This is an optimization exercise on Yosys and OpenROAD, whose aim is a short achievable clock period and few clock cycles, not a production implementation.
At most, simulation tests tie the RTL to the original design; equivalence was not proved.
Only the layout flow was run in run 3; the RTL was not checked for function there.
Power and IR drop assume default switching activity.

==> flow/run.sh <==
#!/bin/bash
# synth_recipe.tcl (not shown) runs the flow's synth.tcl, then flattens the netlist and writes it again
# the make line also repeats each setting of config.mk as NAME=value (left out here)
make -C /OpenROAD-flow-scripts/flow DESIGN_CONFIG=/design/flow/config.mk WORK_HOME=/design/flow/orfs CLKGATE_MAP_FILE= SYNTH_SCRIPT=/design/flow/synth_recipe.tcl finish
==> flow/config.mk <==
export PLATFORM = sky130hd
export DESIGN_NAME = io_dma
export DESIGN_NICKNAME = io_dma
export VERILOG_FILES = /design/flow/design.v
export SDC_FILE = /design/flow/constraint.sdc
export NUM_CORES = 4
export LEC_CHECK = 0
export ABC_CLOCK_PERIOD_IN_PS = 2000
export CAP_MARGIN = 20
export CORE_MARGIN = 2
export CORE_UTILIZATION = 55
export SETUP_SLACK_MARGIN = 4.0
export SLEW_MARGIN = 20
==> flow/constraint.sdc <==
create_clock -name core_clock -period 6.0 [get_ports {clk}]
set_input_delay 1.2000 -clock core_clock [delete_from_list [all_inputs] [get_ports {clk}]]
set_output_delay 1.2000 -clock core_clock [all_outputs]
set_load 0.01 [all_outputs]
==> flow/design.v <==
`default_nettype none
package dma_pkg;
   localparam int NUM_CPUS        = 2;
   localparam int NUM_CH          = 4;
   localparam int ADDR_W          = 22;
   localparam int WORD_W          = 64;
   localparam int HALF_W          = 16;
   localparam int A_W             = 24;
   localparam int HALVES_PER_WORD = 4;
   localparam logic [9:0] OP_WRITE_CA  = 10'o0010;
   localparam logic [9:0] OP_WRITE_CL  = 10'o0011;
   localparam logic [6:0] OP_CHAN_READ = 7'o033;
   localparam int CH_SEL_BASE = 8;
   typedef logic [1:0] ch_idx_t;
   typedef union packed {
      struct packed {
         logic [9:0] op;
         logic [5:0] fld;
      } wr;
      struct packed {
         logic [6:0] op;
         logic [2:0] i;
         logic [5:0] jk;     
      } rd;
   } instr_u;
   typedef struct packed {
      instr_u         instr;
      logic           mon_mode;
      logic           vld;
      logic [A_W-1:0] aj;
      logic [A_W-1:0] ak;
   } cpu_req_t;
   typedef enum logic [1:0] {NONE, WR_CA, WR_CL, RD} cpu_op_e;
   typedef struct packed {
      cpu_op_e           kind;
      logic              is_int;
      ch_idx_t           ch;
      logic              chan_ok;
      logic [ADDR_W-1:0] val;
   } cpu_op_t;
   typedef struct packed {
      logic              req;
      logic              wr;
      logic [ADDR_W-1:0] addr;
      logic [WORD_W-1:0] data;
   } mem_req_t;
   localparam int CPU_REQ_W = 16 + 1 + 1 + 2*A_W;       
   localparam int CPU_OP_W  = 2 + 1 + 2 + 1 + ADDR_W;   
endpackage
`default_nettype wire
`timescale 1ns/1ps
`default_nettype none
module chan_rx #(
   parameter int DEPTH = 4
) (
   input  wire         clk,
   input  wire         rst,
   input  wire [15:0]  i_data,
   input  wire         i_vld,
   output logic        o_rdy,
   input  wire         i_pop,
   output logic        o_avail,
   output logic [63:0] o_head
);
   localparam int PW = $clog2(DEPTH);
   logic [15:0]      h_q;
   logic             take_q;
   logic [47:0]      asm_q;
   logic [1:0]       hc;
   logic [63:0]      fifo [DEPTH];
   logic [PW-1:0]    wp, rp;
   logic [PW:0]      cnt, cnt_n;
   logic             push;
   logic             rdy_i;    
   assign push    = take_q && (hc == 2'd3);
   assign cnt_n   = cnt + (PW+1)'(push) - (PW+1)'(i_pop);
   assign o_avail = (cnt != '0);
   assign o_head  = fifo[rp];
   always_ff @(posedge clk)
   begin
      h_q <= i_data;
      if (take_q)
         asm_q <= {asm_q[31:0], h_q};
      if (push)
         fifo[wp] <= {asm_q, h_q};
   end
   always_ff @(posedge clk)
   begin
      if (rst)
      begin
         take_q <= 1'b0;
         hc     <= '0;
         wp     <= '0;
         rp     <= '0;
         cnt    <= '0;
         o_rdy  <= 1'b0;
         rdy_i  <= 1'b0;
      end
      else
      begin
         take_q <= i_vld && rdy_i;
         if (take_q)
            hc <= hc + 2'd1;
         if (push)
            wp <= wp + PW'(1);
         if (i_pop)
            rp <= rp + PW'(1);
         cnt   <= cnt_n;
         o_rdy <= (cnt_n + (PW+1)'(2) <= (PW+1)'(DEPTH));
         rdy_i <= (cnt + (PW+1)'(push) + (PW+1)'(2) <= (PW+1)'(DEPTH) + (PW+1)'(i_pop));
      end
   end
endmodule
`default_nettype wire
`timescale 1ns/1ps
`default_nettype none
module chan_tx #(
   parameter int DEPTH = 4
) (
   input  wire         clk,
   input  wire         rst,
   input  wire         i_wr,
   input  wire [63:0]  i_word,
   output logic        o_load,
   output logic [15:0] o_data,
   output logic        o_vld,
   input  wire         i_rdy
);
   localparam int PW = $clog2(DEPTH);
   logic [63:0]      sreg;
   logic [1:0]       hc;
   logic [63:0]      fifo [DEPTH];
   logic [PW-1:0]    wp, rp;
   logic [PW:0]      cnt;
   logic             sent;
   logic             busy;     
   assign o_data = sreg[63:48];    
   assign sent   = busy && i_rdy;
   assign o_load = (!busy || (sent && hc == 2'd3)) && (cnt != '0);
   always_ff @(posedge clk)
   begin
      if (i_wr)
         fifo[wp] <= i_word;
      if (rst)
         sreg <= '0;    
      else if (o_load)
         sreg <= fifo[rp];
      else if (sent)
         sreg <= {sreg[47:0], 16'h0};
   end
   always_ff @(posedge clk)
   begin
      if (rst)
      begin
         o_vld <= 1'b0;
         busy  <= 1'b0;
         hc    <= '0;
         wp    <= '0;
         rp    <= '0;
         cnt   <= '0;
      end
      else
      begin
         o_vld <= (o_vld && !(i_rdy && hc == 2'd3)) || (cnt != '0);
         if (o_load)
         begin
            busy  <= 1'b1;
            hc    <= '0;
            rp    <= rp + PW'(1);
         end
         else if (sent)
         begin
            hc <= hc + 2'd1;
            if (hc == 2'd3)
               busy <= 1'b0;
         end
         if (i_wr)
            wp <= wp + PW'(1);
         cnt <= cnt + (PW+1)'(i_wr) - (PW+1)'(o_load);
      end
   end
endmodule
`default_nettype wire
`timescale 1ns/1ps
`default_nettype none
module io_dma #(
   parameter int DI = 4,    
   parameter int DO = 4     
) (
   input  wire         clk,
   input  wire         rst,
   input  wire [15:0]  cpu0_instr,
   input  wire         cpu0_mon,
   input  wire         cpu0_vld,
   input  wire [23:0]  cpu0_aj,
   input  wire [23:0]  cpu0_ak,
   output logic [23:0] cpu0_ai,
   input  wire [15:0]  cpu1_instr,
   input  wire         cpu1_mon,
   input  wire         cpu1_vld,
   input  wire [23:0]  cpu1_aj,
   input  wire [23:0]  cpu1_ak,
   output logic [23:0] cpu1_ai,
   input  wire [15:0]  in0_data,
   input  wire [15:0]  in1_data,
   input  wire [1:0]   in_vld,
   output wire [1:0]   in_rdy,
   output wire [15:0]  out0_data,
   output wire [15:0]  out1_data,
   output wire [1:0]   out_vld,
   input  wire [1:0]   out_rdy,
   output logic        mem_req,
   output logic        mem_wr,
   output logic [21:0] mem_addr,
   output logic [63:0] mem_wdata,
   input  wire         mem_ack,
   input  wire [63:0]  mem_rdata
);
   localparam int OW = $clog2(DO) + 1;
   logic        d0_wca, d0_wcl, d0_rd, d0_any;
   logic        d1_wca, d1_wcl, d1_rd;
   logic        win;
   logic        s_wca, s_wcl, s_rd, s_ok, s_int;
   logic [1:0]  s_ch;
   logic [21:0] s_val;
   assign d0_wca = cpu0_vld && cpu0_mon && (cpu0_instr[15:6] == 10'o0010);
   assign d0_wcl = cpu0_vld && cpu0_mon && (cpu0_instr[15:6] == 10'o0011);
   assign d0_rd  = cpu0_vld && cpu0_mon && (cpu0_instr[15:9] == 7'o033);
   assign d1_wca = cpu1_vld && cpu1_mon && (cpu1_instr[15:6] == 10'o0010);
   assign d1_wcl = cpu1_vld && cpu1_mon && (cpu1_instr[15:6] == 10'o0011);
   assign d1_rd  = cpu1_vld && cpu1_mon && (cpu1_instr[15:9] == 7'o033);
   assign d0_any = d0_wca || d0_wcl || d0_rd;
   always_ff @(posedge clk)
   begin
      win   <= !d0_any;
      s_wca <= !rst && (d0_any ? d0_wca : d1_wca);
      s_wcl <= !rst && (d0_any ? d0_wcl : d1_wcl);
      s_rd  <= !rst && (d0_any ? d0_rd  : d1_rd);
      s_ok  <= d0_any ? (cpu0_aj[23:2] == 22'd2) : (cpu1_aj[23:2] == 22'd2);
      s_ch  <= d0_any ? cpu0_aj[1:0] : cpu1_aj[1:0];
      s_int <= d0_any ? (cpu0_instr[5:0] == 6'd0) : (cpu1_instr[5:0] == 6'd0);
      s_val <= d0_any ? cpu0_ak[21:0] : cpu1_ak[21:0];
   end
   logic [3:0][21:0] ca;       
   logic [3:0][21:0] clm1;     
   logic [3:0][21:0] cl;
   logic [3:0]       more;     
   logic [3:0]       intp;     
   logic [3:0][OW-1:0] res;    
   logic             any_int;
   logic [1:0]       int_idx;
   always_comb
   begin
      any_int = |intp;
      int_idx = 2'd0;
      for (int i = 3; i >= 0; i--)
         if (intp[i])
            int_idx = 2'(i);
   end
   logic [1:0]       rx_avail, rx_pop, tx_load, tx_wr;
   logic [1:0][63:0] rx_head;
   logic [63:0]      rd_q;
   logic             rv_q;
   logic             rch_q;
   chan_rx #(.DEPTH(DI)) u_rx0 (.clk(clk), .rst(rst), .i_data(in0_data), .i_vld(in_vld[0]),
      .o_rdy(in_rdy[0]), .i_pop(rx_pop[0]), .o_avail(rx_avail[0]), .o_head(rx_head[0]));
   chan_rx #(.DEPTH(DI)) u_rx1 (.clk(clk), .rst(rst), .i_data(in1_data), .i_vld(in_vld[1]),
      .o_rdy(in_rdy[1]), .i_pop(rx_pop[1]), .o_avail(rx_avail[1]), .o_head(rx_head[1]));
   assign tx_wr[0] = rv_q && !rch_q;
   assign tx_wr[1] = rv_q &&  rch_q;
   chan_tx #(.DEPTH(DO)) u_tx0 (.clk(clk), .rst(rst), .i_wr(tx_wr[0]), .i_word(rd_q),
      .o_load(tx_load[0]), .o_data(out0_data), .o_vld(out_vld[0]), .i_rdy(out_rdy[0]));
   chan_tx #(.DEPTH(DO)) u_tx1 (.clk(clk), .rst(rst), .i_wr(tx_wr[1]), .i_word(rd_q),
      .o_load(tx_load[1]), .o_data(out1_data), .o_vld(out_vld[1]), .i_rdy(out_rdy[1]));
   logic [3:0]  elig;
   logic [1:0]  last_g;
   logic [3:0]  gsel;          
   logic [3:0]  g_q;           
   logic        g_v;
   logic [1:0]  sv;            
   logic        wptr, rptr;
   logic [1:0]        s_wr_q, s_last_q;
   logic [1:0][1:0]   s_ch_q;
   logic [1:0][21:0]  s_addr_q;
   logic [1:0][63:0]  s_data_q;
   logic        push;
   logic [1:0]  g_idx;
   logic [21:0] g_addr;
   logic        g_last;
   logic [3:0]  lastf;
   assign elig[0] = more[0] && rx_avail[0];
   assign elig[2] = more[2] && rx_avail[1];
   assign elig[1] = more[1] && (res[1] != OW'(DO));
   assign elig[3] = more[3] && (res[3] != OW'(DO));
   always_comb
   begin
      logic [1:0] idx;
      logic [3:0] em;
      em = ((elig & 4'b1010) != '0) ? (elig & 4'b1010) : elig;
      gsel = '0;
      for (int k = 4; k >= 1; k--)
      begin
         idx = last_g + 2'(k);
         if (em[idx])
            gsel = 4'b0001 << idx;
      end
   end
   always_comb
   begin
      g_addr = '0;
      g_last = 1'b0;
      for (int k = 0; k < 4; k++)
      begin
         lastf[k] = (ca[k] == clm1[k]);
         g_addr   = g_addr | ({22{g_q[k]}} & ca[k]);
         g_last   = g_last | (g_q[k] & lastf[k]);
      end
      g_idx = {g_q[3] | g_q[2], g_q[3] | g_q[1]};
   end
   assign push      = g_v && !sv[wptr];
   assign rx_pop[0] = push && g_q[0];
   assign rx_pop[1] = push && g_q[2];
   logic [1:0] m_ch;
   logic       m_last;
   logic       load;
   logic       ack;
   logic m_busy, m_isw;
   assign ack  = m_busy && mem_ack;
   assign load = !m_busy || mem_ack;
   always_ff @(posedge clk)
   begin
      rd_q  <= mem_rdata;
      rch_q <= m_ch[1];
      if (rst)
      begin
         mem_wr    <= 1'b0;
         mem_addr  <= '0;
         mem_wdata <= '0;
      end
      else if (load)
      begin
         mem_wr    <= s_wr_q[rptr];
         mem_addr  <= s_addr_q[rptr];
         mem_wdata <= s_data_q[rptr];
      end
      if (load)
      begin
         m_isw     <= s_wr_q[rptr];
         m_ch      <= s_ch_q[rptr];
         m_last    <= s_last_q[rptr];
      end
      if (push)
      begin
         s_wr_q[wptr]   <= g_q[0] | g_q[2];
         s_addr_q[wptr] <= g_addr;
         s_data_q[wptr] <= g_q[2] ? rx_head[1] : rx_head[0];
         s_ch_q[wptr]   <= g_idx;
         s_last_q[wptr] <= g_last;
      end
      for (int i = 0; i < 4; i++)
         clm1[i] <= cl[i] - 22'd1;
   end
   always_ff @(posedge clk)
   begin
      if (rst)
      begin
         mem_req <= 1'b0;
         m_busy  <= 1'b0;
         rv_q    <= 1'b0;
         sv      <= '0;
         wptr    <= 1'b0;
         rptr    <= 1'b0;
         last_g  <= 2'd3;
         g_v     <= 1'b0;
         g_q     <= '0;
         intp    <= '0;
         more    <= '0;
         res     <= '0;
         for (int i = 0; i < 4; i++)
         begin
            ca[i]   <= '0;
            cl[i]   <= '0;
         end
         cpu0_ai <= '0;
         cpu1_ai <= '0;
      end
      else
      begin
         rv_q <= ack && !m_isw;
         mem_req <= sv[rptr] || (mem_req && !mem_ack);
         if (load)
         begin
            m_busy <= sv[rptr];
            if (sv[rptr])
            begin
               sv[rptr] <= 1'b0;
               rptr     <= !rptr;
            end
         end
         if (!g_v)
         begin
            g_v <= |elig;
            g_q <= gsel;
         end
         else if (push)
            g_v <= 1'b0;
         if (push)
         begin
            sv[wptr] <= 1'b1;
            wptr     <= !wptr;
            last_g   <= g_idx;
            for (int i = 0; i < 4; i++)
               if (g_q[i])
               begin
                  ca[i]   <= ca[i] + 22'd1;
                  more[i] <= !lastf[i];
               end
         end
         for (int p = 0; p < 2; p++)
            res[2*p+1] <= res[2*p+1] + OW'(push && g_q[2*p+1]) - OW'(tx_load[p]);
         for (int i = 0; i < 4; i++)
            if ((ack && m_last && m_ch == 2'(i)) ||
                (intp[i] && !(s_rd && s_int && int_idx == 2'(i))))
               intp[i] <= 1'b1;
            else
               intp[i] <= 1'b0;
         for (int i = 0; i < 4; i++)
         begin
            if (s_ok && s_wca && s_ch == 2'(i))
            begin
               ca[i]   <= s_val;
               more[i] <= (s_val != cl[i]);
            end
            if (s_ok && s_wcl && s_ch == 2'(i))
               cl[i] <= s_val;
         end
         if (s_rd)
         begin
            if (s_int)
            begin
               if (!win) cpu0_ai <= any_int ? 24'(8 + int_idx) : 24'd0;
               else      cpu1_ai <= any_int ? 24'(8 + int_idx) : 24'd0;
            end
            else
            begin
               if (!win) cpu0_ai <= s_ok ? {2'b00, ca[s_ch]} : 24'd0;
               else      cpu1_ai <= s_ok ? {2'b00, ca[s_ch]} : 24'd0;
            end
         end
      end
   end
endmodule
`default_nettype wire
==> results of run 1 <==
synthesized netlist by cell type (all sizes together), types with 4 or more instances:
master / count / share of area (%)
a211oi: 160 / 1.5
a21oi: 194 / 1.2
a221oi: 13 / 0.15
a22o: 6 / 0.067
a22oi: 33 / 0.32
a311oi: 116 / 1.3
a31oi: 4 / 0.032
and2: 29 / 0.23
and3: 20 / 0.16
and4: 8 / 0.093
buf: 126 / 0.85
clkbuf: 272 / 1.3
dfxtp: 732 / 19
edfxtp: 1304 / 50
fa: 4 / 0.10
ha: 52 / 0.83
inv: 82 / 0.39
mux2: 33 / 0.48
mux2i: 95 / 1.2
mux4: 278 / 8.0
nand2: 701 / 3.4
nand2b: 14 / 0.11
nand3: 162 / 1.1
nand3b: 5 / 0.053
nand4: 58 / 0.48
nor2: 389 / 1.9
nor2b: 17 / 0.14
nor3: 55 / 0.38
nor4: 65 / 0.58
nor4b: 4 / 0.064
o21ai: 30 / 0.19
o221ai: 5 / 0.056
or3: 21 / 0.17
or4: 17 / 0.18
xnor2: 169 / 1.9
xor2: 179 / 2.0
flip-flops by register name, summed over array words and instances (netlist names), 64 cells and up, named ones only:
signal      cells
ca             88
cl             88
clm1           88
mem_wdata      64
rd_q           64
u_rx0.fifo    256
u_rx1.fifo    256
u_tx0.fifo    256
u_tx0.sreg     64
u_tx1.fifo    256
u_tx1.sreg     64
layout by cell type (no fill, tap or decap), types with 35 or more instances in the layout:
cell	synthesis	routed
edfxtp_1	1304	1304
nand2_1	699	681
dfxtp_1	732	468
nor2_1	387	372
mux4_2	277	278
clkdlybuf4s50_1	0	217
clkbuf_16	0	210
buf_6	1	210
dfxtp_2	0	204
buf_4	41	203
a21oi_1	194	192
xor2_1	179	176
xnor2_1	169	161
nand3_1	159	151
a211oi_1	159	151
a311oi_1	116	111
mux2i_1	94	91
inv_1	82	61
dfxtp_4	0	60
nand4_1	57	58
clkbuf_1	271	58
nor4_1	57	35
buf_12	0	35
path summary, 6_finish.rpt:
check,from,to,slack [ps],cells after the start
hold / removal,m_isw,rv_q,400,1
setup / recovery,u_rx0.o_rdy,in_rdy[0],3450,1
hold reg to reg,m_isw,rv_q,400,1
setup reg to reg,cl[10],clm1[20],3830,5
power by group through the flow:
stage | Combinational (mW) | Sequential [mW] | Clock (mW)
2_1_floorplan | 2.57 | 15.9 | 0
3_3_place_gp | 3.41 | 16.3 | 0
3_5_place_dp | 3.45 | 16.3 | 0
4_1_cts | 4.13 | 15.9 | 12.7
5_1_grt | 4.54 | 16.0 | 13.3
6_report | 4.26 | 15.9 | 12.6
through the flow:
step | util [%] | setup slack (ps) | instances | instance area, um2
final | 67.4 | 3450 | 8088 | 95400
after floorplan | - | 2880 | 5487 | 78700
after global routing | 67.4 | 3410 | 8087 | 95400
after global placement | 59.5 | 2160 | 7463 | 84100
after detailed placement | 59.5 | 2110 | 7463 | 84100
after CTS | 66.3 | 3400 | 7979 | 93700
metal layers:
layer	wire, um	part of all wire (%)	global-route usage, %	vias to the layer above
met2	105000	47	47.6	2097
met4	8920	3.9	11.4	0
met3	17300	7.7	4.95	365
li1	-	-	-	21439
met5	0	0	0	-
met1	94300	42	43.0	24664
layout make-up:
class / count / area share (%)
Inverter: 83 / 0.392
Sequential cell: 2036 / 56.9
Clock buffer: 286 / 5.95
Timing Repair inverter: 2 / 0.0184
Clock inverter: 96 / 0.992
Timing Repair Buffer: 700 / 7.68
Tap cell: 1890 / 2.48
Multi-Input combinational cell: 2992 / 25.5
Antenna cell: 3 / 0.00787
kinds of logic (layout without fill, tap and decap cells):
| logic type | count (synthesis) | after routing |
|---|---|---|
| fa+ha+maj | 56 | 56 |
| mux | 406 | 406 |
| other cells | 1 | 7 |
| xor+xnor | 348 | 348 |
| simple gates | 1574 | 1594 |
| compound gates | 582 | 584 |
| flops | 2036 | 2036 |
| buf+inv | 481 | 1167 |
timing repair:
item,CTS,global route
pin swaps,63,101
gates resized for setup,1404,197
buffers inserted,111,99
cloned,23,7
setup endpoints to repair,1806,882
==> flow_summary.ini, run 1 <==
[clock_tree]
path_clk_slew_ps = 60
worst_skew_pair.late_latency_ps = 830
cts_max_level = 4
cts_buffers = 202
ctsHoldBuffers = 0
cts_tree = yes
cts_buffer_depth = 3
cts_sinks = 2036
cts_root_buf = clkbuf_16

[power_and_ir_drop]
power_frac_seq_pct = 48.6
p_sw_mw = 8.19
internal-power_mw = 24.6
p_leak_nw = 32.2
switching_share_pct = 25.0
p_per_area_mw_per_mm2 = 343
peakVddDrop_v = 0.000387
p_total_mw = 32.8
power_frac_clock_pct = 38.4
combPwrFrac_pct = 13.0

[synth]
ys_types = 78
synth.area.mux_share_pct = 9.70
synth_area_mm2 = 0.0783
synth_top_family_by_area = multiplexers
synthXorXnorAreaFrac_pct = 3.89
synth_edf_count = 1304
synth-compound-area-share_pct = 5.11
ys_seq_area_share_pct = 68.7
syn_area_per_cell_um2 = 14.3
synth_seq_cells = 2036
synthSimpleGateAreaFrac_pct = 9.06
synthAdderAreaFrac_pct = 0.933
synth-main-ff-cell = edfxtp_1
syn_inst = 5484
yosys_warnings = 3
ys_async_sr_fraction_pct = 0

[critical_path]
crit_fanout = 1
crit_buf_inv = 1
cpMaxStageDelayCell = dfxtp_4
critPathKind = flip-flop to output pin
worstPathArrival_ps = 1350
end_kind = output pin
cp.required_ps = 4800
worstSetupStartpointType = flip-flop
cpPeakStageDelay_ps = 410
path_delay_family = flip-flops
critical_path.cell_chain = buf_6

[route]
drt_iter0_markers = 4927
wl_um = 226000
drc = 0
ant_nets = 0
via_per_inst = 6.00
wire_per_inst_um = 27.9
vias = 48565
first_pass_iters = 5

[timing]
fmax_mhz = 392
rsz0062_at_grt = yes
fin_crit_sh_pct = 42.6
hold_ws_ps = 404
tns_ps = 0
finalSetupViolations = 0
timing.final.hold_violations = 0
worst_slew_pin_slew_ps = 1110
maxSlewViolCount = 0
clock_skew_ps = 36.8
fin_crit_ps = 2550
relSlewSlack_pct = 25.9

[die]
num_rows = 138
fp.dieH_um = 381
dieArea_mm2 = 0.145
die_w_um = 381
initial_utilization_pct = 55.4
ioPinCount = 407
coreArea_mm2 = 0.141

[layout]
drive_gt1_share_pct = 26.2
syn_to_final_growth_pct = 21.8
final-seq-area_mm2 = 0.0543
multiInputGateArea_mm2 = 0.0244
num-nets-final = 6308
fill_cells = 9952

[global_routing]
antenna_found_initial = 7
grt_pass1_wl_um = 321000
grt_pass1_vias = 46344
track_usage_pct = 30.3
grt_max_degree = 132
gr-total-overflow = 0

[run_status]
outcome = no timing/DRC/antenna violations

[min_path]
hp-class = flip-flop to flip-flop

[placement]
portBuffers = 398
dpl.hpwl_um = 129000
gp_congestion = 0.918

[job]
maxCapViolCount = 0
Testbench counts, summed over its fixed seeds: cycles 3,224.
==> inputs of run 2 (changes only) <==
--- a/flow/config.mk
+++ b/flow/config.mk
@@ -11,2 +11,4 @@
 export CORE_UTILIZATION = 55
+export CTS_CLUSTER_DIAMETER = 120
+export CTS_CLUSTER_SIZE = 22
 export SETUP_SLACK_MARGIN = 4.0
==> run 2 against run 1 <==
Effect of this change: combinational power up 4%; critical endpoint unchanged; via count shrank 1.4%; still clean; synthesized cell count unchanged; highest routed layer unchanged; largest cell class unchanged; sequential share of layout area is 2.0 points higher.
==> flow_summary.ini, run 2 <==
[clock_tree]
cts_root_buf = clkbuf_16
cts_buffer_depth = 3
path_clk_slew_ps = 100
cts_buffers = 102
cts_sinks = 2036
worst_skew_pair.late_latency_ps = 770
ctsHoldBuffers = 0
cts_max_level = 3
cts_tree = yes

[placement]
dpl.cell_count = 7463
place_area_mm2 = 0.0841
portBuffers = 398
dpl.hpwl_um = 129000
gp_congestion = 0.918

[synth]
synth.area.mux_share_pct = 9.70
synthAdderAreaFrac_pct = 0.933
yosys-top-cells-count = 1304 x edfxtp_1, 732 x dfxtp_1, 699 x nand2_1, 387 x nor2_1, 277 x mux4_2
ys_seq_area_share_pct = 68.7
synth_area_mm2 = 0.0783
synth_top_area_share_pct = 50.0
synthXorXnorAreaFrac_pct = 3.89
ys_async_sr_fraction_pct = 0
synth_edf_count = 1304
synth_most_common_cell = edfxtp_1
synth_area_leader_cell = edfxtp_1
synth-compound-area-share_pct = 5.11
synthSimpleGateAreaFrac_pct = 9.06
syn_inst = 5484
syn_area_per_cell_um2 = 14.3
ys_types = 78
yosys_warnings = 3
synth_seq_cells = 2036
synth_area_leaders = edfxtp_1 50%, dfxtp_1 19%, mux4_2 8.0%, nand2_1 3.4%, xor2_1 2.0%
synth_top_family_by_area = multiplexers
synth-main-ff-cell = edfxtp_1

[die]
coreArea_mm2 = 0.141
num_rows = 138
die_w_um = 381
dieArea_mm2 = 0.145
ioPinCount = 407
fp.dieH_um = 381
initial_utilization_pct = 55.4

[timing]
relSlewSlack_pct = 38.2
maxSlewViolCount = 0
clock_skew_ps = 42.7
worst_slew_pin_slew_ps = 927
fin_crit_ps = 2510
fin_crit_sh_pct = 41.9
finalSetupViolations = 0
tns_ps = 0
fmax_mhz = 398
rsz0062_at_grt = yes
timing.final.hold_violations = 0

[critical_path]
r2r_slack_ps = 3780
cpPeakStageDelay_ps = 420
r2r-start = wptr
path_delay_family = flip-flops
worstPathArrival_ps = 1310
r2r-end = ca[10]
crit_path_end = in_rdy[0]
worstSetupStartpointType = flip-flop
critPathKind = flip-flop to output pin
startpoint = u_rx0.o_rdy
crit_fanout = 1
critical_path.cell_chain = buf_6
path_depth = 1
cp.required_ps = 4800
crit_buf_inv = 1
end_kind = output pin
cpMaxStageDelayCell = dfxtp_4
rr_worst_depth = 7

[global_routing]
gr-total-overflow = 0
grt_pass1_vias = 45233
grt_pass1_wl_um = 316000
track_usage_pct = 29.7
antenna_found_initial = 5
grt_max_degree = 132

[route]
vias = 47897
first_pass_iters = 6
wl_um = 224000
ant_nets = 0
via_per_inst = 6.07
wire_per_inst_um = 28.3
drc = 0
drt_iter0_markers = 4533

[layout]
fill_cells = 10300
stdcell_area_mm2 = 0.0920
num-nets-final = 6209
final_cell_mix = 1304 x edfxtp_1, 680 x nand2_1, 469 x dfxtp_1
post-route-util_pct = 65.1
drive_gt1_share_pct = 24.4
layout_commonest_cell = edfxtp_1
syn_to_final_growth_pct = 17.6
stdcell_count = 7893

[power_and_ir_drop]
peakVddDrop_v = 0.000284
p_total_mw = 28.0
p_per_area_mw_per_mm2 = 305
p_leak_nw = 30.5

[run_status]
outcome = no timing/DRC/antenna violations

[min_path]
hp-class = flip-flop to flip-flop

[job]
maxCapViolCount = 0
## run 2: worst min path at each step
stage / startpoint / endpoint / slack [ps] / cells after the start
4_1_cts: m_isw / rv_q / 420 / 1
5_1_grt: m_isw / rv_q / 430 / 1
2_1_floorplan: u_rx0.rdy_i / u_rx0.take_q / 390 / 2
3_3_place_gp: m_isw / rv_q / 400 / 1
6_report: m_isw / rv_q / 410 / 1
3_5_place_dp: u_rx0.rdy_i / u_rx0.take_q / 400 / 2
## run 2: cell type report
| type | count | area (um2) | area share [%] |
|---|---|---|---|
| Tap cell | 1890 | 2360 | 2.57 |
| Clock inverter | 7 | 139 | 0.151 |
| Multi-Input combinational cell | 2991 | 24500 | 26.6 |
| Timing Repair Buffer | 702 | 7470 | 8.11 |
| Antenna cell | 1 | 2.50 | 0.00272 |
| Timing Repair inverter | 2 | 17.5 | 0.0190 |
| Clock buffer | 181 | 2870 | 3.12 |
| Sequential cell | 2036 | 54300 | 59.0 |
| Inverter | 83 | 387 | 0.420 |
## run 2: kinds of logic after synthesis
family / count (synthesis)
compound gates: 582
mux: 406
fa+ha+maj: 56
other cells: 1
buf+inv: 481
xor+xnor: 348
flops: 2036
simple gates: 1574
## run 2: routing by layer
layer	GRT usage, %	wire (um)
met5	0	0
met1	43.0	94200
met4	9.36	8560
met3	4.09	16100
met2	47.1	105000
## run 2: power by group
group | switching (mW) | internal (mW) | leakage [nW]
combinational | 2.43 | 1.98 | 11.2
clock | 4.43 | 3.30 | 1.42
sequential | 0.510 | 15.4 | 17.9
total | 7.38 | 20.7 | 30.5
## run 2: what timing repair did
action / in CTS / in global routing
gates resized for setup: 1420 / 227
pin swaps: 76 / 105
cloned: 23 / 7
setup buffers: 115 / 96
endpoints found under the setup margin: 1801 / 943
## run 2: metrics by stage
step / hold WS, ps / setup slack, ps
floorplan: 385 / 2880
global placement: 395 / 2160
detailed placement: 403 / 2110
CTS: 415 / 3450
global route: 430 / 3440
finish: 410 / 3490
==> inputs of run 3 (changes only) <==
--- a/flow/design.v
+++ b/flow/design.v
@@ -65,4 +65,3 @@
    localparam int PW = $clog2(DEPTH);
-   logic [15:0]      h_q;
-   logic             take_q;
+   logic             take;
    logic [47:0]      asm_q;
@@ -74,3 +73,4 @@
    logic             rdy_i;    
-   assign push    = take_q && (hc == 2'd3);
+   assign take    = i_vld && rdy_i;
+   assign push    = take && (hc == 2'd3);
    assign cnt_n   = cnt + (PW+1)'(push) - (PW+1)'(i_pop);
@@ -80,7 +80,6 @@
    begin
-      h_q <= i_data;
-      if (take_q)
-         asm_q <= {asm_q[31:0], h_q};
+      if (take)
+         asm_q <= {asm_q[31:0], i_data};
       if (push)
-         fifo[wp] <= {asm_q, h_q};
+         fifo[wp] <= {asm_q, i_data};
    end
@@ -90,3 +89,2 @@
       begin
-         take_q <= 1'b0;
          hc     <= '0;
@@ -100,4 +98,3 @@
       begin
-         take_q <= i_vld && rdy_i;
-         if (take_q)
+         if (take)
             hc <= hc + 2'd1;
@@ -108,4 +105,4 @@
          cnt   <= cnt_n;
-         o_rdy <= (cnt_n + (PW+1)'(2) <= (PW+1)'(DEPTH));
-         rdy_i <= (cnt + (PW+1)'(push) + (PW+1)'(2) <= (PW+1)'(DEPTH) + (PW+1)'(i_pop));
+         o_rdy <= (cnt_n < (PW+1)'(DEPTH));
+         rdy_i <= (cnt_n < (PW+1)'(DEPTH));
       end
@@ -186,4 +183,4 @@
 module io_dma #(
-   parameter int DI = 4,    
-   parameter int DO = 4     
+   parameter int DI = 2,    
+   parameter int DO = 2     
 ) (
@@ -222,5 +219,6 @@
    logic        win;
-   logic        s_wca, s_wcl, s_rd, s_ok, s_int;
+   logic        s_rd, s_ok, s_int;
+   logic [3:0]  e_wca, e_wcl;    
+   logic [21:0] e_val;
    logic [1:0]  s_ch;
-   logic [21:0] s_val;
    assign d0_wca = cpu0_vld && cpu0_mon && (cpu0_instr[15:6] == 10'o0010);
@@ -232,2 +230,9 @@
    assign d0_any = d0_wca || d0_wcl || d0_rd;
+   assign e_val  = d0_any ? cpu0_ak[21:0] : cpu1_ak[21:0];
+   always_comb
+      for (int i = 0; i < 4; i++)
+      begin
+         e_wca[i] = d0_any ? (d0_wca && cpu0_aj == 24'(8 + i)) : (d1_wca && cpu1_aj == 24'(8 + i));
+         e_wcl[i] = d0_any ? (d0_wcl && cpu0_aj == 24'(8 + i)) : (d1_wcl && cpu1_aj == 24'(8 + i));
+      end
    always_ff @(posedge clk)
@@ -235,4 +240,2 @@
       win   <= !d0_any;
-      s_wca <= !rst && (d0_any ? d0_wca : d1_wca);
-      s_wcl <= !rst && (d0_any ? d0_wcl : d1_wcl);
       s_rd  <= !rst && (d0_any ? d0_rd  : d1_rd);
@@ -241,3 +244,2 @@
       s_int <= d0_any ? (cpu0_instr[5:0] == 6'd0) : (cpu1_instr[5:0] == 6'd0);
-      s_val <= d0_any ? cpu0_ak[21:0] : cpu1_ak[21:0];
    end
@@ -286,2 +288,4 @@
    logic        push;
+   logic        g_byp, issue;
+   logic        m_busy, m_isw;    
    logic [1:0]  g_idx;
@@ -298,3 +302,3 @@
       logic [3:0] em;
-      em = ((elig & 4'b1010) != '0) ? (elig & 4'b1010) : elig;
+      em = elig;
       gsel = '0;
@@ -319,5 +323,7 @@
    end
-   assign push      = g_v && !sv[wptr];
-   assign rx_pop[0] = push && g_q[0];
-   assign rx_pop[1] = push && g_q[2];
+   assign g_byp     = g_v && !m_busy && !sv[rptr];
+   assign push      = g_v && !g_byp && !sv[wptr];
+   assign issue     = g_byp || push;
+   assign rx_pop[0] = issue && g_q[0];
+   assign rx_pop[1] = issue && g_q[2];
    logic [1:0] m_ch;
@@ -326,3 +332,2 @@
    logic       ack;
-   logic m_busy, m_isw;
    assign ack  = m_busy && mem_ack;
@@ -339,2 +344,8 @@
       end
+      else if (g_byp)
+      begin
+         mem_wr    <= g_q[0] | g_q[2];
+         mem_addr  <= g_addr;
+         mem_wdata <= g_q[2] ? rx_head[1] : rx_head[0];
+      end
       else if (load)
@@ -345,3 +356,9 @@
       end
-      if (load)
+      if (g_byp)
+      begin
+         m_isw     <= g_q[0] | g_q[2];
+         m_ch      <= g_idx;
+         m_last    <= g_last;
+      end
+      else if (load)
       begin
@@ -389,6 +406,6 @@
          rv_q <= ack && !m_isw;
-         mem_req <= sv[rptr] || (mem_req && !mem_ack);
+         mem_req <= sv[rptr] || g_byp || (mem_req && !mem_ack);
          if (load)
          begin
-            m_busy <= sv[rptr];
+            m_busy <= sv[rptr] || g_byp;
             if (sv[rptr])
@@ -404,3 +421,3 @@
          end
-         else if (push)
+         else if (issue)
             g_v <= 1'b0;
@@ -410,2 +427,5 @@
             wptr     <= !wptr;
+         end
+         if (issue)
+         begin
             last_g   <= g_idx;
@@ -419,3 +439,3 @@
          for (int p = 0; p < 2; p++)
-            res[2*p+1] <= res[2*p+1] + OW'(push && g_q[2*p+1]) - OW'(tx_load[p]);
+            res[2*p+1] <= res[2*p+1] + OW'(issue && g_q[2*p+1]) - OW'(tx_load[p]);
          for (int i = 0; i < 4; i++)
@@ -428,9 +448,9 @@
          begin
-            if (s_ok && s_wca && s_ch == 2'(i))
+            if (e_wca[i])
             begin
-               ca[i]   <= s_val;
-               more[i] <= (s_val != cl[i]);
+               ca[i]   <= e_val;
+               more[i] <= (e_val != cl[i]);
             end
-            if (s_ok && s_wcl && s_ch == 2'(i))
-               cl[i] <= s_val;
+            if (e_wcl[i])
+               cl[i] <= e_val;
          end
--- a/flow/config.mk
+++ b/flow/config.mk
@@ -11,4 +11,2 @@
 export CORE_UTILIZATION = 55
-export CTS_CLUSTER_DIAMETER = 120
-export CTS_CLUSTER_SIZE = 22
 export SETUP_SLACK_MARGIN = 4.0
==> run 3 against run 2 <==
Effect of this change: still clean on timing, DRC and antenna; core utilization increased by 7.7 points; clock-buffer cell count increased by 44; maximum frequency decreased by 20%; clock skew decreased by 17 ps; die area decreased by 26%; non-clock buffer count increased by 136; area after synthesis decreased by 26%; power decreased by 16%; global-route usage increased by 2.3 points; combinational power decreased by 37%; register-to-register slack got worse by 270 ps; critical path type is now input port to flip-flop; largest power group unchanged.
==> flow_summary.ini, run 3 <==
[critical_path]
crit_fanout = 4
end_kind = flip-flop
worstSetupStartpointType = input port
worstPathArrival_ps = 3760
critPathKind = input port to flip-flop
cp.required_ps = 6610

[route]
wl_um = 182000
drc = 0
first_pass_iters = 6
wire_per_inst_um = 26.4
drt_iter0_markers = 4027
via_per_inst = 6.05
vias = 41715
ant_nets = 0

[power_and_ir_drop]
power_frac_seq_pct = 48.4
p_leak_nw = 26.5
switching_share_pct = 25.3
internal-power_mw = 17.6
combPwrFrac_pct = 11.9
p_sw_mw = 5.98
p_per_area_mw_per_mm2 = 312
p_total_mw = 23.6
power_frac_clock_pct = 39.7
peakVddDrop_v = 0.000307

[clock_tree]
worst_skew_pair.late_latency_ps = 760
cts_sinks = 1446
ctsHoldBuffers = 0
path_clk_slew_ps = 60
cts_buffers = 151
cts_root_buf = clkbuf_16
cts_tree = yes
cts_buffer_depth = 3
cts_max_level = 4

[die]
coreArea_mm2 = 0.104
ioPinCount = 407
die_w_um = 328
num_rows = 118
fp.dieH_um = 328
initial_utilization_pct = 55.6
dieArea_mm2 = 0.108

[synth]
synth_area_mm2 = 0.0578
synth_most_common_cell = edfxtp_1
synthAdderAreaFrac_pct = 0.606
synth_area_leader_cell = edfxtp_1
ys_seq_area_share_pct = 63.8
synth_top_area_share_pct = 41.1
synth.area.mux_share_pct = 4.96
synth_area_leaders = edfxtp_1 41%, dfxtp_1 23%, a211oi_1 4.6%, mux2i_1 3.3%, xor2_1 3.2%
syn_area_per_cell_um2 = 12.2
synth-compound-area-share_pct = 10.6
synthXorXnorAreaFrac_pct = 5.47
synth_edf_count = 792
yosys_warnings = 3
syn_inst = 4750
synth-main-ff-cell = edfxtp_1
synth_seq_cells = 1446
yosys-top-cells-count = 792 x edfxtp_1, 654 x dfxtp_1, 419 x nor2_1, 395 x nand2_1, 351 x a211oi_1
synth_top_family_by_area = simple AND/OR/NAND/NOR gates
ys_async_sr_fraction_pct = 0
ys_types = 66
synthSimpleGateAreaFrac_pct = 11.2

[timing]
tns_ps = 0
worst_slew_pin_slew_ps = 889
fin_crit_sh_pct = 52.4
finalWorstSetupSlack_ps = 2850
rsz0062_at_grt = yes
fmax_mhz = 318
timing.final.hold_violations = 0
maxSlewViolCount = 0
finalSetupViolations = 0
relSlewSlack_pct = 40.7
hold_ws_ps = 444
clock_skew_ps = 25.4
fin_crit_ps = 3150

[layout]
stdcell_count = 6896
syn_to_final_growth_pct = 30.8
drive_gt1_share_pct = 28.6
fill_cells = 6979
stdcell_area_mm2 = 0.0756
final_cell_mix = 792 x edfxtp_1, 408 x dfxtp_1, 372 x nand2_1
layout_commonest_cell = edfxtp_1
post-route-util_pct = 72.7
num-nets-final = 5649

[run_status]
outcome = no timing/DRC/antenna violations

[global_routing]
grt_pass1_wl_um = 257000
grt_max_degree = 111
grt_pass1_vias = 39562
antenna_found_initial = 8
track_usage_pct = 32.1
gr-total-overflow = 0

[placement]
pre_cts_slack_ps = 1110
dpl.hpwl_um = 99300
dpl.cell_count = 6222
portBuffers = 398
place_area_mm2 = 0.0636
gp_congestion = 0.926

[min_path]
hp-class = flip-flop to flip-flop

[job]
maxCapViolCount = 0
## run 3: repair_timing
action                     4_1_cts  5_1_grt
pin swaps                       94      104
cloned                          38       26
setup buffers                  215      111
setup endpoints to repair     1433      679
gates resized for setup       1475      310
## run 3: kinds of logic after synthesis
group           Yosys count
compound gates          858
xor+xnor                360
fa+ha+maj                28
buf+inv                 433
flops                  1446
mux                     238
other cells               1
simple gates           1386
## run 3: layer usage
layer | up-vias | wire length, um | track usage (%)
li1 | 18707 | - | -
met1 | 20687 | 74800 | 44.0
met2 | 1905 | 85100 | 51.1
met3 | 408 | 15100 | 6.15
met4 | 8 | 7010 | 11.6
met5 | - | 40 | 0
## run 3: worst paths after layout
check	from	end	slack (ps)	cells past startpoint
max	cpu0_instr[12]	more[0]	2850	12
min	u_rx0.asm_q[32]	u_rx0.fifo[1][48]	440	0
max reg2reg	ca[2]	ca[20]	3510	8
min reg2reg	u_rx0.asm_q[32]	u_rx0.fifo[1][48]	440	0
## run 3: power by group through the flow
stage	sequential (mW)	clock [mW]	combinational, mW
6_report	11.4	9.37	2.80
5_1_grt	11.5	9.84	3.00
4_1_cts	11.4	9.44	2.67
3_3_place_gp	11.6	0	2.34
3_5_place_dp	11.6	0	2.38
2_1_floorplan	11.3	0	1.84
## run 3: worst max-delay path: stages
cell,delay (ps)
buf_6,90
or4_4,540
o21ai_4,190
buf_6,130
nand2b_4,70
buf_4,150
mux2i_4,270
buf_4,240
xor2_1,210
nand4_1,170
nor4_4,340
a311oi_1,140
## run 3: cell type report
| type | instances | area [um2] | area share [%] |
|---|---|---|---|
| clock buffers | 225 | 4440 | 5.87 |
| inverters | 47 | 216 | 0.286 |
| well taps | 1380 | 1730 | 2.28 |
| clock inverters | 53 | 539 | 0.713 |
| multi-input cells | 2902 | 21900 | 29.0 |
| diodes | 5 | 12.5 | 0.0165 |
| repair buffers | 838 | 9450 | 12.5 |
| flip-flops and latches | 1446 | 37300 | 49.3 |
==> inputs of run 4 (changes only) <==
--- a/flow/design.v
+++ b/flow/design.v
@@ -183,4 +183,4 @@
 module io_dma #(
-   parameter int DI = 2,    
-   parameter int DO = 2     
+   parameter int DI = 4,    
+   parameter int DO = 4     
 ) (
@@ -302,3 +302,3 @@
       logic [3:0] em;
-      em = elig;
+      em = ((elig & 4'b1010) != '0) ? (elig & 4'b1010) : elig;
       gsel = '0;
==> run 4 against run 3 <==
Effect of this change: still clean on timing, DRC and antenna; clock skew increased by 27 ps; design area up 36%; clock-buffer cell count is 57 higher; maximum frequency rose by 7.4%; power grew 35%; first-iteration DRC count rose by 58%; core utilization up 0.86 points; via count up 25%; non-clock buffer count increased by 217; critical path depth did not move; worst setup slack better by 220 ps; highest routed layer unchanged.
==> flow_summary.ini, run 4 <==
[run_status]
outcome = no timing/DRC/antenna violations

[critical_path]
end_kind = flip-flop
worstPathArrival_ps = 3560
critPathKind = input port to flip-flop
cp.required_ps = 6630
crit_fanout = 7
worstSetupStartpointType = input port

[die]
ioPinCount = 407
coreArea_mm2 = 0.140
fp.dieH_um = 379
dieArea_mm2 = 0.144
num_rows = 137
initial_utilization_pct = 55.4
die_w_um = 379

[layout]
stdcell_count = 8365
syn_to_final_growth_pct = 32.8
drive_gt1_share_pct = 36.4
layout_commonest_cell = edfxtp_1
fill_cells = 8701
stdcell_area_mm2 = 0.103
post-route-util_pct = 73.6
num-nets-final = 6596
final_cell_mix = 1304 x edfxtp_1, 527 x nand2_1, 421 x dfxtp_1

[synth]
synth_edf_count = 1304
synth_top_area_share_pct = 50.6
syn_inst = 5426
yosys-top-cells-count = 1304 x edfxtp_1, 672 x dfxtp_1, 580 x nand2_1, 506 x nor2_1, 278 x mux4_2
syn_area_per_cell_um2 = 14.3
yosys_warnings = 3
ys_types = 75
ys_async_sr_fraction_pct = 0
synth_area_leader_cell = edfxtp_1
synth-main-ff-cell = edfxtp_1
synth_area_leaders = edfxtp_1 51%, dfxtp_1 17%, mux4_2 8.1%, nand2_1 2.8%, xor2_1 2.6%
synth_seq_cells = 1976
ys_seq_area_share_pct = 67.9
synth_area_mm2 = 0.0774
synth_most_common_cell = edfxtp_1

[route]
ant_nets = 0
met1Wirelength_um = 102000
vias = 52003
wl_um = 254000
dr_wl_met2_um = 116000
drt_iter0_markers = 6354
first_pass_iters = 6
drc = 0
highest_layer = met5
wire_per_inst_um = 30.4
via_per_inst = 6.22
route.met3.wl_um = 24900

[job]
maxCapViolCount = 0

[global_routing]
gr-total-overflow = 0
track_usage_pct = 34.0
grt_max_degree = 143
antenna_found_initial = 9
grt_pass1_wl_um = 349000
grt_pass1_vias = 49112

[timing]
finalWorstSetupSlack_ps = 3070
tns_ps = 0
fin_crit_sh_pct = 48.8
timing.final.hold_violations = 0
fin_crit_ps = 2930
finalSetupViolations = 0
relSlewSlack_pct = 28.9
fmax_mhz = 341
maxSlewViolCount = 0
rsz0062_at_grt = yes
worst_slew_pin_slew_ps = 1070
clock_skew_ps = 52.0

[clock_tree]
cts_sinks = 1976
worst_skew_pair.late_latency_ps = 830
ctsHoldBuffers = 0
cts_buffer_depth = 3
cts_max_level = 4
cts_buffers = 196
cts_tree = yes
path_clk_slew_ps = 60
cts_root_buf = clkbuf_16

[placement]
pre_cts_slack_ps = 1550
dpl.hpwl_um = 133000
gp_congestion = 0.923
dpl.cell_count = 7409
place_area_mm2 = 0.0838
portBuffers = 398

[power_and_ir_drop]
p_leak_nw = 35.5
p_per_area_mw_per_mm2 = 310
peakVddDrop_v = 0.000282

[min_path]
hp-class = flip-flop to flip-flop
## run 4: changes by cell type in the layout (fill, tap and decap cells not counted), sizes merged, moves of 28 or more
cell / delta
edfxtp: +512
clkbuf: +47
a211oi: -162
a21oi: -48
mux2i: -93
nand3: +37
nor2b: -157
clkinv: +28
nand2: +188
nor2: +88
buf: +229
mux4: +254
a31oi: -33
## run 4: per-stage QoR
stage,hold slack (ps),total power [mW]
2_1_floorplan,388,18.2
3_3_place_gp,425,19.2
5_1_grt,442,32.9
4_1_cts,427,31.7
6_report,428,31.9
3_5_place_dp,419,19.2
## run 4: power breakdown
group          internal (mW)  switching (mW)  leakage (nW)  total (mW)
Combinational           1.87            2.37          15.0        4.24
Sequential              15.0           0.490          17.4        15.5
Clock                   6.86            5.31          3.10        12.2
Total                   23.7            8.17          35.5        31.9
## run 4: path summary, 6_finish.rpt
kind	slack, ps	end	start	cells after the start
min	430	rv_q	m_isw	1
min reg2reg	430	rv_q	m_isw	1
max	3070	more[2]	cpu0_instr[15]	12
max reg2reg	3400	ca[43]	g_q[1]	8
## run 4: worst max-delay path, stage by stage
cell and delay [ps]:
buf_8 100, nor4b_4 270, nand3_2 120, a21o_4 290, buf_16 200, mux2i_4 190
buf_4 180, buf_4 180, xnor2_1 270, nand4_1 170, nor3_2 230, a311oi_1 130
## run 4: cell families after synthesis
| group | synth area share [%] |
|---|---|
| flip-flops | 67.9 |
| multiplexers | 9.73 |
| other | 0.00484 |
| adder cells (fa/ha/maj) | 0.866 |
| XOR/XNOR | 4.09 |
| buffers and inverters | 2.59 |
| AND/OR/NAND/NOR | 8.88 |
| AO/OA/AOI/OAI | 5.89 |
## run 4: timing repair
item,CTS,global route
pin swaps,249,204
setup buffers,319,134
setup endpoints to repair,1929,926
gates resized for setup,1943,501
gates cloned,108,19
## run 4: cell type report
| cell class | count | area, um2 | share of cell area, % |
|---|---|---|---|
| diodes | 8 | 20.0 | 0.0195 |
| repair buffers | 1055 | 13400 | 13.1 |
| flip-flops and latches | 1976 | 53100 | 51.6 |
| clock buffers | 282 | 5470 | 5.32 |
| well taps | 1876 | 2350 | 2.28 |
| clock inverters | 86 | 895 | 0.870 |
| inverters | 67 | 314 | 0.305 |
| multi-input cells | 3013 | 27200 | 26.5 |
| repair inverters | 2 | 16.3 | 0.0158 |
## run 4: per-layer routing
metal	GRT usage, %	vias to the layer above
li1	-	22115
met1	48.9	26590
met2	51.3	2752
met3	6.91	540
met4	13.3	6
met5	0	-
Testbench counts of run 4, summed over its fixed seeds: cycles 3,210.
==> inputs of run 5 (changes only) <==
--- a/flow/design.v
+++ b/flow/design.v
@@ -184,3 +184,3 @@
    parameter int DI = 4,    
-   parameter int DO = 4     
+   parameter int DO = 2     
 ) (
@@ -222,2 +222,4 @@
    logic [21:0] e_val;
+   logic [3:0]  e_neq;           
+   logic [3:0][21:0] cl;
    logic [1:0]  s_ch;
@@ -236,2 +238,3 @@
          e_wcl[i] = d0_any ? (d0_wcl && cpu0_aj == 24'(8 + i)) : (d1_wcl && cpu1_aj == 24'(8 + i));
+         e_neq[i] = d0_any ? (cpu0_ak[21:0] != cl[i]) : (cpu1_ak[21:0] != cl[i]);
       end
@@ -247,3 +250,2 @@
    logic [3:0][21:0] clm1;     
-   logic [3:0][21:0] cl;
    logic [3:0]       more;     
@@ -451,3 +453,3 @@
                ca[i]   <= e_val;
-               more[i] <= (e_val != cl[i]);
+               more[i] <= e_neq[i];
             end
--- a/flow/config.mk
+++ b/flow/config.mk
@@ -10,3 +10,5 @@
 export CORE_MARGIN = 2
-export CORE_UTILIZATION = 55
+export CORE_UTILIZATION = 65
+export CTS_CLUSTER_DIAMETER = 120
+export CTS_CLUSTER_SIZE = 22
 export SETUP_SLACK_MARGIN = 4.0
==> run 5 against run 4 <==
Effect of this change: clock skew fell by 12 ps; largest cell class unchanged; maximum frequency fell by 9.4%; first-iteration DRC count rose by 19%; sequential power fell by 14%; area after synthesis fell by 12%.
==> flow_summary.ini, run 5 <==
[run_status]
outcome = no timing/DRC/antenna violations

[layout]
drive_gt1_share_pct = 31.8
final_cell_mix = 1048 x edfxtp_1, 478 x nand2_1, 437 x dfxtp_1
layout_commonest_cell = edfxtp_1
fill_cells = 5032
syn_to_final_growth_pct = 28.0
num-nets-final = 6139
post-route-util_pct = 83.9

[placement]
portBuffers = 398
dpl.hpwl_um = 114000
gp_congestion = 0.945

[critical_path]
critPathKind = input port to flip-flop
worstPathArrival_ps = 3830
crit_fanout = 5
cp.required_ps = 6600
worstSetupStartpointType = input port
end_kind = flip-flop

[synth]
yosys-top-cells-count = 1048 x edfxtp_1, 662 x dfxtp_1, 551 x nand2_1, 456 x nor2_1, 284 x a211oi_1
synth_area_leader_cell = edfxtp_1
synth_edf_count = 1048
synth_most_common_cell = edfxtp_1
ys_seq_area_share_pct = 65.9
syn_area_per_cell_um2 = 13.2
yosys_warnings = 3
synth-main-ff-cell = edfxtp_1
synth_seq_cells = 1710
syn_inst = 5139
synth_area_mm2 = 0.0679
ys_types = 70
synth_area_leaders = edfxtp_1 46%, dfxtp_1 20%, mux4_2 5.0%, a211oi_1 3.1%, nand2_1 3.0%
ys_async_sr_fraction_pct = 0
synth_top_area_share_pct = 46.3

[global_routing]
track_usage_pct = 39.8
grt_max_degree = 138
gr-total-overflow = 0
antenna_found_initial = 12
grt_pass1_wl_um = 311000
grt_pass1_vias = 46012

[clock_tree]
ctsHoldBuffers = 0
cts_buffers = 87
cts_max_level = 3
cts_root_buf = clkbuf_16
cts_sinks = 1710
worst_skew_pair.late_latency_ps = 730
cts_tree = yes
cts_buffer_depth = 3
path_clk_slew_ps = 100

[power_and_ir_drop]
p_per_area_mw_per_mm2 = 268
power_frac_seq_pct = 57.7
internal-power_mw = 17.2
switching_share_pct = 26.2
p_sw_mw = 6.08
combPwrFrac_pct = 14.0
peakVddDrop_v = 0.000311
p_leak_nw = 30.2
power_frac_clock_pct = 28.3
p_total_mw = 23.3

[timing]
rsz0062_at_grt = yes
tns_ps = 0
clock_skew_ps = 40.0
fmax_mhz = 310
timing.final.hold_violations = 0
worst_slew_pin_slew_ps = 1050
finalSetupViolations = 0
fin_crit_sh_pct = 53.8
relSlewSlack_pct = 30.0
fin_crit_ps = 3230
maxSlewViolCount = 0

[min_path]
hp-class = flip-flop to flip-flop

[die]
ioPinCount = 407
coreArea_mm2 = 0.104
num_rows = 118
fp.dieH_um = 327
dieArea_mm2 = 0.107
initial_utilization_pct = 65.5
die_w_um = 327

[route]
via_per_inst = 6.78
drc = 0
wl_um = 236000
first_pass_iters = 9
drt_iter0_markers = 7541
vias = 49612
ant_nets = 0
wire_per_inst_um = 32.2

[job]
maxCapViolCount = 0
==> run 5: cell count changes in the layout (fill, tap and decap cells not counted), moves of 49 or more <==
cell       delta
a211oi_1    +137
clkbuf_16    -94
edfxtp_1    -256
mux4_2      -128
nand2_1      -49
nor2b_1      +94
==> run 5: logic make-up after synthesis <==
family                     Yosys count  synth area share, %
buffers and inverters              470                 3.05
and+or+nand+nor                   1543                 10.3
adders and majority gates           38                0.722
DFF                               1710                 65.9
muxes                              303                 7.53
AOI/OAI and AO/OA                  717                 7.85
other                                1              0.00552
xor gates and xnor gates           357                 4.64
==> run 5: worst paths after layout <==
kind	startpoint	endpoint	slack (ps)	cells after the start
setup / recovery	cpu0_aj[18]	ca[20]	2770	13
hold / removal	m_isw	rv_q	450	1
setup reg to reg	wptr	ca[21]	3270	10
hold reg to reg	m_isw	rv_q	450	1
==> run 5: power groups by stage <==
stage	Sequential (mW)	Clock (mW)	Combinational, mW
global placement	13.6	0	2.34
CTS	13.4	6.48	2.83
floorplan	13.4	0	1.86
global route	13.5	6.93	3.43
finish	13.4	6.58	3.26
detailed placement	13.6	0	2.38
==> run 5: cell type report <==
cell class | instances | area (um2) | share of cell area [%]
diodes | 6 | 15.0 | 0.0173
repair inverters | 2 | 20.0 | 0.0230
well taps | 1380 | 1730 | 1.99
clock inverters | 7 | 98.8 | 0.114
multi-input cells | 3018 | 25200 | 29.0
clock buffers | 148 | 2410 | 2.77
flip-flops and latches | 1710 | 45100 | 51.9
inverters | 66 | 319 | 0.367
repair buffers | 981 | 12000 | 13.8
==> run 5: worst max-delay path, cell delays in order <==
cell	delay (ps)
dlygate4sd2_1	240
nor4_2	280
nand4_1	280
nor4_4	230
and3b_2	330
buf_6	130
buf_6	160
nand2_8	100
o31ai_4	150
buf_6	180
buf_6	120
nor2_1	80
a211oi_1	340
==> run 5: per-layer routing <==
metal	vias up	wire length, um	global-route usage (%)	part of all wire [%]
met5	-	83	0	0.035
met4	10	21500	26.6	9.1
met3	1102	29500	7.91	12
met2	3844	105000	60.4	45
met1	24223	79700	52.8	34
li1	20433	-	-	-
==> run 5: per-stage QoR <==
stage / hold slack [ps] / std cells / setup WS, ps / area (um2)
after floorplan: 389 / 5142 / 2680 / 69800
after global placement: 420 / 6602 / 1090 / 73800
after detailed placement: 420 / 6602 / 1040 / 73800
after CTS: 414 / 7150 / 2930 / 83400
after global routing: 455 / 7314 / 2740 / 86900
final: 451 / 7318 / 2770 / 86900
==> run 5: repair_timing <==
item / CTS / global route
buffers inserted: 294 / 123
gates resized for setup: 1702 / 404
endpoints found under the setup margin: 1701 / 906
cloned: 99 / 39
endpoints found under the hold margin: 0 / 0
pin swaps: 182 / 137
Testbench counts of run 5, summed over its fixed seeds: cycles 3,211.
==> inputs of run 6 (changes only) <==
--- a/flow/design.v
+++ b/flow/design.v
@@ -220,5 +220,4 @@
    logic        s_rd, s_ok, s_int;
-   logic [3:0]  e_wca, e_wcl;    
-   logic [21:0] e_val;
-   logic [3:0]  e_neq;           
+   logic        s_wca, s_wcl;
+   logic [21:0] s_val;
    logic [3:0][21:0] cl;
@@ -232,10 +231,2 @@
    assign d0_any = d0_wca || d0_wcl || d0_rd;
-   assign e_val  = d0_any ? cpu0_ak[21:0] : cpu1_ak[21:0];
-   always_comb
-      for (int i = 0; i < 4; i++)
-      begin
-         e_wca[i] = d0_any ? (d0_wca && cpu0_aj == 24'(8 + i)) : (d1_wca && cpu1_aj == 24'(8 + i));
-         e_wcl[i] = d0_any ? (d0_wcl && cpu0_aj == 24'(8 + i)) : (d1_wcl && cpu1_aj == 24'(8 + i));
-         e_neq[i] = d0_any ? (cpu0_ak[21:0] != cl[i]) : (cpu1_ak[21:0] != cl[i]);
-      end
    always_ff @(posedge clk)
@@ -244,2 +235,5 @@
       s_rd  <= !rst && (d0_any ? d0_rd  : d1_rd);
+      s_wca <= !rst && (d0_any ? d0_wca : d1_wca);
+      s_wcl <= !rst && (d0_any ? d0_wcl : d1_wcl);
+      s_val <= d0_any ? cpu0_ak[21:0] : cpu1_ak[21:0];
       s_ok  <= d0_any ? (cpu0_aj[23:2] == 22'd2) : (cpu1_aj[23:2] == 22'd2);
@@ -450,9 +444,9 @@
          begin
-            if (e_wca[i])
+            if (s_ok && s_wca && s_ch == 2'(i))
             begin
-               ca[i]   <= e_val;
-               more[i] <= e_neq[i];
+               ca[i]   <= s_val;
+               more[i] <= (s_val != cl[i]);
             end
-            if (e_wcl[i])
-               cl[i] <= e_val;
+            if (s_ok && s_wcl && s_ch == 2'(i))
+               cl[i] <= s_val;
          end
==> run 6 against run 5 <==
Effect of this change: critical path depth is 12 lower; register-to-register slack better by 210 ps; design area is 2.8% lower; area after synthesis is 0.51% higher; routed wire length is 4.8% lower; core utilization is 2.5 points lower; global-route usage is 1.1 points lower; die area is 0.51% higher; sequential power hardly changed; combinational power is 19% lower; worst setup slack better by 610 ps; critical path type is now flip-flop to output pin; largest cell class unchanged.
==> flow_summary.ini, run 6 <==
[run_status]
outcome = no timing/DRC/antenna violations

[layout]
drive_gt1_share_pct = 28.7
layout_commonest_cell = edfxtp_1
final_cell_mix = 1048 x edfxtp_1, 601 x nand2_1, 435 x dfxtp_1
stdcell_count = 7255
stdcell_area_mm2 = 0.0845
num-nets-final = 6080
syn_to_final_growth_pct = 23.8

[power_and_ir_drop]
peakVddDrop_v = 0.000400
power_frac_seq_pct = 59.3
switching_share_pct = 25.5
power_frac_clock_pct = 29.1
combPwrFrac_pct = 11.6
p_per_area_mw_per_mm2 = 271
internal-power_mw = 17.1
p_leak_nw = 28.5
p_sw_mw = 5.84

[route]
via_per_inst = 6.74
vias = 48892
wl_um = 225000
first_pass_iters = 8
drt_iter0_markers = 6910
ant_nets = 0
wire_per_inst_um = 31.0
drc = 0

[synth]
synth_top_area_share_pct = 46.1
ys_seq_area_share_pct = 66.2
synth_area_leader_cell = edfxtp_1
syn_inst = 5225
ys_async_sr_fraction_pct = 0
syn_area_per_cell_um2 = 13.1
synth_area_mm2 = 0.0683
synth_seq_cells = 1734
ys_types = 71
yosys_warnings = 3
synth-main-ff-cell = edfxtp_1
yosys-top-cells-count = 1048 x edfxtp_1, 686 x dfxtp_1, 644 x nand2_1, 382 x nor2_1, 293 x clkbuf_1
synth_area_leaders = edfxtp_1 46%, dfxtp_1 20%, mux4_2 4.9%, nand2_1 3.5%, xnor2_1 2.8%
synth_edf_count = 1048
synth_most_common_cell = edfxtp_1

[timing]
fin_crit_ps = 2620
finalSetupViolations = 0
hold_ws_ps = 415
rsz0062_at_grt = yes
fmax_mhz = 382
timing.final.hold_violations = 0
worst_slew_pin_slew_ps = 1130
finalWorstSetupSlack_ps = 3380
relSlewSlack_pct = 24.7
fin_crit_sh_pct = 43.7
maxSlewViolCount = 0
tns_ps = 0
clock_skew_ps = 27.5

[critical_path]
worstSetupStartpointType = flip-flop
cp.required_ps = 4800
worstPathArrival_ps = 1420
path_delay_family = flip-flops
critPathKind = flip-flop to output pin
cpMaxStageDelayCell = dfxtp_2
r2r_slack_ps = 3480
cpPeakStageDelay_ps = 490
end_kind = output pin
crit_fanout = 2
crit_buf_inv = 1
critical_path.cell_chain = buf_6

[clock_tree]
cts_buffers = 88
cts_sinks = 1734
cts_buffer_depth = 3
worst_skew_pair.late_latency_ps = 730
cts_tree = yes
cts_root_buf = clkbuf_16
cts_max_level = 3
path_clk_slew_ps = 110

[global_routing]
grt_pass1_wl_um = 304000
track_usage_pct = 38.7
gr-total-overflow = 0
grt_max_degree = 150
antenna_found_initial = 8
grt_pass1_vias = 45780

[die]
num_rows = 118
dieArea_mm2 = 0.108
ioPinCount = 407
fp.dieH_um = 328
initial_utilization_pct = 65.8
coreArea_mm2 = 0.104
die_w_um = 328

[placement]
place_area_mm2 = 0.0738
portBuffers = 398
pre_cts_slack_ps = 2030
dpl.cell_count = 6690
dpl.hpwl_um = 113000
gp_congestion = 0.939

[job]
maxCapViolCount = 0

[min_path]
hp-class = flip-flop to flip-flop
-- run 6: cells by family after synthesis --
family	Yosys count	share of synthesized area, %
AOI/OAI and AO/OA	739	7.70
xor gates and xnor gates	332	4.26
adders and majority gates	38	0.719
buffers and inverters	483	2.93
DFF	1734	66.2
muxes	327	7.63
other	1	0.00549
and+or+nand+nor	1571	10.5
-- run 6: area by class of cell --
type                    instances  area (um2)
well taps                    1380        1730
diodes                          4        10.0
repair inverters                3        21.3
flip-flops and latches       1734       45700
multi-input cells            3042       24400
repair buffers                859        9800
clock inverters                 6        82.6
clock buffers                 148        2450
fillers                      5545       19300
inverters                      79         358
-- run 6: metrics by stage --
step | utilization, % | total power, mW
floorplan | - | 15.4
global placement | 71.1 | 16.1
detailed placement | 71.1 | 16.1
CTS | 79.0 | 22.7
global route | 81.4 | 23.5
finish | 81.4 | 22.9
-- run 6: worst paths after layout --
kind / from / end / depth (start not counted)
worst max-delay path: mem_addr[16] / mem_addr[16] / 1
worst min-delay path: m_isw / rv_q / 1
worst max register to register: rptr / u_rx1.o_rdy / 13
worst min register to register: m_isw / rv_q / 1
-- run 6: timing repair --
item | 4_1_cts | 5_1_grt
hold endpoints to repair | 0 | 0
pin swaps | 179 | 225
hold buffers | 0 | 0
cloned | 57 | 15
buffers inserted | 214 | 121
endpoints found under the setup margin | 1774 | 925
resized for setup | 1665 | 300
-- run 6: routing by layer --
layer / GRT usage (%) / share of wire, % / up-vias
li1: - / - / 20349
met1: 50.3 / 35 / 24018
met2: 61.2 / 46 / 3680
met3: 7.99 / 11 / 841
met4: 21.9 / 7.2 / 4
met5: 0 / 0.012 / -
-- run 6: power by group through the flow --
stage          Sequential, mW  Combinational (mW)  Clock, mW
2_1_floorplan            13.6                1.83          0
3_3_place_gp             13.8                2.25          0
3_5_place_dp             13.8                2.31          0
4_1_cts                  13.6                2.55       6.58
5_1_grt                  13.6                2.85       7.03
6_report                 13.6                2.65       6.67
Testbench counts of run 6, summed over its fixed seeds: cycles 3,225.

==> port drivers added, routing unchanged <==
The flow's constraints put no driver on any port. The routed layouts listed below were extracted and timed again, unchanged, in two steps.
Step 1: set_driving_cell puts a clkbuf_16 on clk and a buf_2 on each other input, an assumption about the parent block.
Step 2, shift: input delay + t, output delay - t, t = (earliest + latest rising clock arrival at the registers) / 2. This alone moves slack from input paths to output paths.
Three values: ideal ports, drivers, drivers and shift; two values: the first two.
| run | t (ns) | setup slack, ns | slew at the worst register clock pin (ns) | pins driven straight from the clock port |
|---|---|---|---|---|
| run 1 | 0.891 | 3.446 / 3.365 / 2.909 | 0.07 / 0.07 | 1 |
| run 2 | 0.834 | 3.487 / 3.405 / 2.992 | 0.10 / 0.10 | 1 |
| run 3 | 0.816 | 2.853 / 2.885 / 2.069 | 0.06 / 0.06 | 1 |
| run 4 | 0.891 | 3.071 / 3.112 / 2.222 | 0.07 / 0.07 | 1 |
| run 5 | 0.788 | 2.769 / 2.827 / 2.039 | 0.10 / 0.10 | 1 |
| run 6 | 0.800 | 3.380 / 3.300 / 2.732 | 0.11 / 0.11 | 1 |
After both steps setup and hold are still met in every run listed. The setup slack of run 4, which loses most, moves by +0.041 ns with the drivers and by -0.849 ns with both steps.
